Source: an optimization exercise on an open RTL-to-GDS flow (aim: small area, a short achievable clock period and few clock cycles per item). Production flows keep margins and buffers that such runs may drop.
The RTL was checked by simulation tests, not by an equivalence proof against the original design.

==> job 5786 <==
==> flow/design.v (excerpt) <==
module windowed_multitone_column_synth_core (
    input  logic               i_clk,
    input  logic               i_rst_n,
    input  logic               i_in_valid,
    output logic               o_in_stall,
    input  logic [7:0]         i_column_mask,
    output logic               o_out_valid,
    input  logic               i_out_stall,
    output logic signed [15:0] o_audio_sample,
    output logic               o_column_end,
    input  logic               psel,
    input  logic               penable,
    input  logic               pwrite,
    input  logic [4:0]         paddr,
    input  logic [31:0]        pwdata,
    output logic [31:0]        prdata,
    output logic               pready
);
    localparam int ROWS  = 8;
    localparam int ACC_W = 20;
    localparam int AMP_W = 15;
    localparam int LEN_W = 16;
    localparam int CAP   = 9;
    localparam int QD    = CAP - 1;    
    localparam int QW    = $clog2(QD);
    localparam int CW    = $clog2(CAP + 1);
    localparam logic [2:0] REG_TOP_STEP    = 3'd0;
    localparam logic [2:0] REG_ROW_SPACING = 3'd1;
    localparam logic [2:0] REG_COLUMN_LEN  = 3'd2;
    localparam logic [2:0] REG_WIN_STEP    = 3'd3;
    localparam logic [2:0] REG_AMPLITUDE   = 3'd4;
    localparam logic [31:0]      RST_TOP_STEP    = 32'd2058005163;
    localparam logic [31:0]      RST_ROW_SPACING = 32'd12782641;
    localparam logic [LEN_W-1:0] RST_COLUMN_LEN  = 16'd480;
    localparam logic [31:0]      RST_WIN_STEP    = 32'd4483265;
    localparam logic [AMP_W-1:0] RST_AMPLITUDE   = 15'd4095;
    logic [31:0]      r_top_step;
    logic [31:0]      r_row_spacing;
    logic [LEN_W-1:0] r_col_len;
    logic [31:0]      r_win_step;
    logic [AMP_W-1:0] r_amp;
    logic             cfg_wr;
    logic [31:0]      rd_val;
    logic [31:0]      r_prdata;
    assign pready = 1'b1;
    assign cfg_wr = psel & penable & pwrite;
    always_ff @(posedge i_clk) begin
        if (!i_rst_n) begin
            r_top_step    <= RST_TOP_STEP;
            r_row_spacing <= RST_ROW_SPACING;
            r_col_len     <= RST_COLUMN_LEN;
            r_win_step    <= RST_WIN_STEP;
  ...
clock: 9.0 ns
lec_check: 0
abc_area: 1
cap_margin: 20
core_margin: 2
core_utilization: 45
setup_slack_margin: 5
slew_margin: 20
synth_memory_max_bits: 32768
run.sh (not shown) runs the stock make flow with config.mk's settings and CLKGATE_MAP_FILE= SYNTH_SCRIPT=/design/flow/synth_recipe.tcl, a recipe that flattens the netlist after the stock synthesis.
==> job 4996: changes against job 5786 <==
==> flow/flow/run.sh (new file) <==
#!/bin/bash
set -euo pipefail
bash standard.sh SETUP_SLACK_MARGIN=5.8 finish > orfs_make.log 2>&1
==> flow/standard.sh (new file) <==
#!/bin/bash
# synth_recipe.tcl (not shown) runs the flow's synth.tcl, then flattens the netlist and writes it again
# the make line also repeats each setting of config.mk as NAME=value (left out here)
make -C /OpenROAD-flow-scripts/flow DESIGN_CONFIG=/design/flow/config.mk WORK_HOME=/design/flow/orfs CLKGATE_MAP_FILE= SYNTH_SCRIPT=/design/flow/synth_recipe.tcl "${@:-finish}"
--- a/flow/config.mk
+++ b/flow/config.mk
@@ -10,3 +10,3 @@
 export CORE_MARGIN = 2
-export CORE_UTILIZATION = 45
+export CORE_UTILIZATION = 44
 export SETUP_SLACK_MARGIN = 5
removed: flow/run.sh
==> results.json <==
{
  "status": "finished clean",
  "vias": 126800,
  "post_cts_buffers": 10,
  "rrSetupSlack_ps": 5010,
  "nClkBuffers": 217,
  "dpl_worst_slack_ps": 4207,
  "hold_ws_ps": 322.1,
  "dr_wl_met3_um": 49330,
  "die_area_mm2": 0.2862,
  "max_freq_mhz": 250.6,
  "holdPathEnd": "r_last3$_DFF_P_",
  "wl_per_cell_um": 23.73
}
[end of results for job 5786]
==> results.json <==
{
  "wl_per_cell_um": 24.18,
  "antenna_found_initial": 16,
  "synth_top_family_by_area": "compound AO/OA/AOI/OAI gates",
  "holdPathEnd": "r_m1[1]$_DFF_P_",
  "dpl_worst_slack_ps": 3261,
  "status": "finished clean",
  "nClkBuffers": 216,
  "rrSetupSlack_ps": 5340,
  "synth_fa_ha_area_share_pct": 20.91,
  "post_cts_buffers": 438,
  "vias": 131800,
  "hold_ws_ps": 286.9,
  "die_area_mm2": 0.2927,
  "max_freq_mhz": 273.2,
  "dr_wl_met3_um": 55290
}
[end of results for job 4996]
Testbench counts of job 5786, summed over its fixed seeds: cycles 5,376, items 5,120.
Testbench counts of job 4996, summed over its fixed seeds: cycles 5,376, items 5,120.

re-timing with driven ports:
How much do the figures lean on ideal ports? The routed layouts below were timed once more, with nothing changed but the port constraints.
Step 1 sets driving cells, clkbuf_16 on the clock port and buf_2 on the other inputs (assumed; they add their load-dependent delay and slew).
Step 2 also shifts input and output timing later by t, the mid clock arrival at the registers, as if the neighbouring blocks saw the same clock.
a / b / c = no drivers / after step 1 / after step 2; a / b = the first two.
run | t (ns) | slack for setup (ns) | worst slew at a driven data input, ns
job 5786 | 0.984 | 5.010 / 5.010 / 4.325 | 0.13
job 4996 | 0.965 | 5.340 / 5.340 / 4.896 | 0.15
After both steps setup and hold are still met in every run listed. The setup slack of job 5786, which loses most, moves by 0.000 ns with the drivers and by -0.685 ns with both steps.
